Context: an optimization exercise on an open-source flow, tuned for small area, a short achievable clock period and few clock cycles per item. The choices shown serve that exercise and are no tape-out recipe. At most, simulation tests tie the RTL to the original design; equivalence was not proved.

Setup of alpha:
Design chiptune_sound_generator, start of the top module:
module chiptune_sound_generator (
  input  logic        clk,
  input  logic        rst_n,
  input  logic        in_valid,
  output logic        in_stall,
  input  logic [1:0]  in_kind,
  input  logic [1:0]  in_voice,
  input  logic [23:0] in_phase_step,
  input  logic [3:0]  in_noise_rate,
  output logic        out_valid,
  input  logic        out_stall,
  output logic signed [15:0] out_sample,
  input  logic        psel,
  input  logic        penable,
  input  logic        pwrite,
  input  logic [4:0]  paddr,
  input  logic [31:0] pwdata,
  output logic [31:0] prdata,
  output logic        pready
);
Size: roughly 5100 cells after synthesis, roughly 790 flip-flops, about 130 I/O pins.
Settings: LEC_CHECK=0, ABC_AREA=1, ABC_CLOCK_PERIOD_IN_PS=4000, CAP_MARGIN=20, CORE_MARGIN=2, CORE_UTILIZATION=40, CTS_CLUSTER_SIZE=40, SETUP_SLACK_MARGIN=5, SLEW_MARGIN=20; clock period 10.0 ns.
run.sh (not shown) runs the stock make flow with config.mk's settings and CLKGATE_MAP_FILE= SYNTH_SCRIPT=/design/flow/synth_recipe.tcl, a recipe that flattens the netlist after the stock synthesis.
Testbench counts of alpha, summed over its fixed seeds: cycles 9,670, items 7,530.
[inputs] beta vs alpha
-- flow/config.mk --
<<< alpha, line 13
export CTS_CLUSTER_SIZE = 40
>>> beta, line 13
export CTS_BUF_LIST = sky130_fd_sc_hd__clkbuf_4 sky130_fd_sc_hd__clkbuf_8
### Flow results
Compared with alpha, beta degrades worst-case hold slack. For alpha, the last element of the critical path was u_mix.b0_s[3], unlike beta, where it was u_mix.b0_s[21]. The run with more routed wire is beta, not alpha. Delta (beta minus alpha): utilization was more or less identical; cell area held steady. On critical path depth, the higher figure sits with alpha, not beta. Global-route usage in beta vs alpha: up 0.19 points. | number of buffers created by CTS | lower: alpha |.

========
Another version of the RTL of chiptune_sound_generator (not shown whole).
For scale: ~4400 cells after synthesis, about 650 flip-flops, about 130 I/O pins.
Settings: LEC_CHECK=0, ABC_CLOCK_PERIOD_IN_PS=5000, CAP_MARGIN=20, CORE_MARGIN=2, CORE_UTILIZATION=40, SETUP_SLACK_MARGIN=3, SLEW_MARGIN=20; clock period 10.0 ns.
Testbench counts at the start, summed over its fixed seeds: cycles 9,654, items 7,530.
Then changed:
--- a/flow/config.mk
+++ b/flow/config.mk
@@ -8 +8 @@
-export ABC_CLOCK_PERIOD_IN_PS = 5000
+export ABC_CLOCK_PERIOD_IN_PS = 3000
@@ -12 +12 @@
-export SETUP_SLACK_MARGIN = 3
+export SETUP_SLACK_MARGIN = 5
Global-route usage goes up by 1.0 points.
Routed wire length is higher by 8.2%.
Die area stays the same.
Fmax rises by 3.7%.
Synthesized area is unchanged.
Non-clock buffer count increases by 192.
Utilization goes up by 4.2 points.
Cell area goes up by 9.1%.
Setup slack improves by 240 ps.

========
chiptune_sound_generator, a different RTL version from the one above (not shown whole).
Size in the first run: ~720 flip-flops, roughly 130 I/O pins, about 45000 sq um of cells after synthesis.
clock: 10.0 ns
lec_check: 0
abc_area: 1
abc_clock_period_in_ps: 4000
cap_margin: 20
core_margin: 2
core_utilization: 40
cts_buf_list: sky130_fd_sc_hd__clkbuf_4 sky130_fd_sc_hd__clkbuf_8
setup_slack_margin: 5
slew_margin: 20
The first run finished clean.
Testbench counts at the start, summed over its fixed seeds: cycles 9,670, items 7,530.
Next try:
- ABC_CLOCK_PERIOD_IN_PS: 4000 -> default
- CTS_BUF_LIST: sky130_fd_sc_hd__clkbuf_4 sky130_fd_sc_hd__clkbuf_8 -> sky130_fd_sc_hd__clkbuf_8
What happened: The new run passed the timing, design-rule and antenna checks; first-iteration DRC count rose by 3.0%; die area is unchanged; final area stays flat; worst setup slack is about the same; routed wire length hardly moves; fmax is about the same.

========
== run Z ==
chiptune_sound_generator, a different RTL version from the one above (not shown whole).
Size in the first run: roughly 4,900 cells after synthesis, roughly 45,000 um2 of cells after synthesis.
export LEC_CHECK = 0
export ABC_AREA = 1
export ABC_CLOCK_PERIOD_IN_PS = 4000
export CAP_MARGIN = 20
export CORE_MARGIN = 2
export CORE_UTILIZATION = 40
export CTS_BUF_LIST = sky130_fd_sc_hd__clkbuf_4 sky130_fd_sc_hd__clkbuf_8
export SETUP_SLACK_MARGIN = 5
export SLEW_MARGIN = 20
create_clock -name core_clock -period 10.0 [get_ports {clk}]
Testbench counts of run Z, summed over its fixed seeds: cycles 9,670, items 7,530.
--- input diff run Z..run B ---
# run Z
export LEC_CHECK = 0
export ABC_AREA = 1
export ABC_CLOCK_PERIOD_IN_PS = 4000
export CAP_MARGIN = 20
export CORE_MARGIN = 2
export CORE_UTILIZATION = 40
export CTS_BUF_LIST = sky130_fd_sc_hd__clkbuf_4 sky130_fd_sc_hd__clkbuf_8
export SETUP_SLACK_MARGIN = 5
export SLEW_MARGIN = 20
create_clock -name core_clock -period 10.0 [get_ports {clk}]
# run B
export LEC_CHECK = 0
export ABC_AREA = 1
export ABC_CLOCK_PERIOD_IN_PS = 10000
export CAP_MARGIN = 20
export CORE_MARGIN = 2
export CORE_UTILIZATION = 40
export CTS_BUF_LIST = sky130_fd_sc_hd__clkbuf_4 sky130_fd_sc_hd__clkbuf_8
export SETUP_SLACK_MARGIN = 5
export SLEW_MARGIN = 20
create_clock -name core_clock -period 10.0 [get_ports {clk}]
Results
Comparing run B with run Z, the met3 routed wirelength came out essentially unchanged. On final period utilization, run Z tracks run B almost exactly. Delta (run B minus run Z): fmax about even; count of port buffers added during placement essentially unchanged; multi-input combinational cell count level. Run B and run Z ended up with roughly the same met1 track utilization from global routing. Reported for run B and run Z, total I/O pin count turned out identical to the last digit. As far as synthesized cell count goes, run B and run Z are indistinguishable; the numbers are identical. Flip-flop and latch count: run Z vs run B identical.

========
job 101:
chiptune_sound_generator, a different RTL version from the one above (not shown whole).
For scale: ~130 I/O pins, about 49000 µm² of cells after synthesis.
make LEC_CHECK=0 ABC_CLOCK_PERIOD_IN_PS=4000 CAP_MARGIN=20 CORE_MARGIN=2 CORE_UTILIZATION=40 CTS_BUF_LIST='sky130_fd_sc_hd__clkbuf_4 sky130_fd_sc_hd__clkbuf_8' SETUP_SLACK_MARGIN=5 SLEW_MARGIN=20 finish   # period 10.0 ns
Job 101 completed every stage of the flow, and the final layout passed the timing, design-rule and antenna checks.
Edits applied to the flow inputs when going from job 101 to job 103:
Settings: ABC_AREA newly set to 1.
--- outcome ---
- Job 103 ends up with a share of the synthesized netlist area taken by xor and xnor gates that is 3.6 points lower than in job 101.
- Row smallest setup slack after layout: job 103 higher / job 101 lower
- Comparing job 103 and job 101, clock skew is higher on job 103.
- Job 101 has lower clock network contribution to total cell area than job 103.
- From job 101 to job 103 the numbers moved as follows: count of clock-net buffers in the final layout saw an increase; final cell count saw an increase.
No run of this note included a check of the RTL's function; only the layout flow was run.

what the ideal ports hide:
The results above use ideal ports. As a check the final layouts listed here were re-extracted and re-timed, cells and wires unchanged.
Step 1: set_driving_cell puts a clkbuf_16 on clk and a buf_2 on each other input, an assumption about the parent block.
Step 2, shift: input delay + t, output delay - t, t = (earliest + latest rising clock arrival at the registers) / 2. This alone moves slack from input paths to output paths.
Slacks: ideal / step 1 / step 2; pairs: ideal / step 1.
| run | shift t [ns] | slack for setup (ns) | hold slack, ns | worst register clock-pin slew, ns | worst slew at a driven data input, ns |
|---|---|---|---|---|---|
| alpha | 0.708 | 5.281 / 5.281 / 5.281 | 0.396 / 0.396 / 0.396 | 0.06 / 0.06 | 0.07 |
| beta | 0.880 | 5.290 / 5.290 / 5.290 | 0.384 / 0.384 / 0.384 | 0.07 / 0.07 | 0.07 |
| the first run of note 2 | 0.683 | 3.267 / 3.267 / 3.267 | 0.417 / 0.417 / 0.417 | 0.07 / 0.07 | 0.05 |
| the second run of note 2 | 0.681 | 3.505 / 3.505 / 3.505 | 0.395 / 0.395 / 0.395 | 0.07 / 0.07 | 0.05 |
| the first run of note 3 | 0.799 | 5.064 / 5.025 / 4.659 | 0.399 / 0.399 / 0.399 | 0.07 / 0.07 | 0.07 |
| the second run of note 3 | 0.798 | 5.063 / 5.024 / 4.655 | 0.398 / 0.398 / 0.398 | 0.07 / 0.07 | 0.07 |
| run Z | 0.853 | 5.046 / 5.018 / 4.854 | 0.407 / 0.407 / 0.407 | 0.07 / 0.07 | 0.05 |
| run B | 0.853 | 5.046 / 5.018 / 4.854 | 0.407 / 0.407 / 0.407 | 0.07 / 0.07 | 0.05 |
| job 101 | 0.883 | 5.119 / 5.119 / 4.351 | 0.404 / 0.404 / 0.404 | 0.07 / 0.07 | 0.06 |
| job 103 | 0.891 | 5.295 / 5.295 / 5.032 | 0.394 / 0.394 / 0.394 | 0.07 / 0.07 | 0.04 |
After both steps every run listed still meets setup and hold. The setup slack of job 101, which loses most, moves by 0.000 ns with the drivers and by -0.768 ns with both steps.
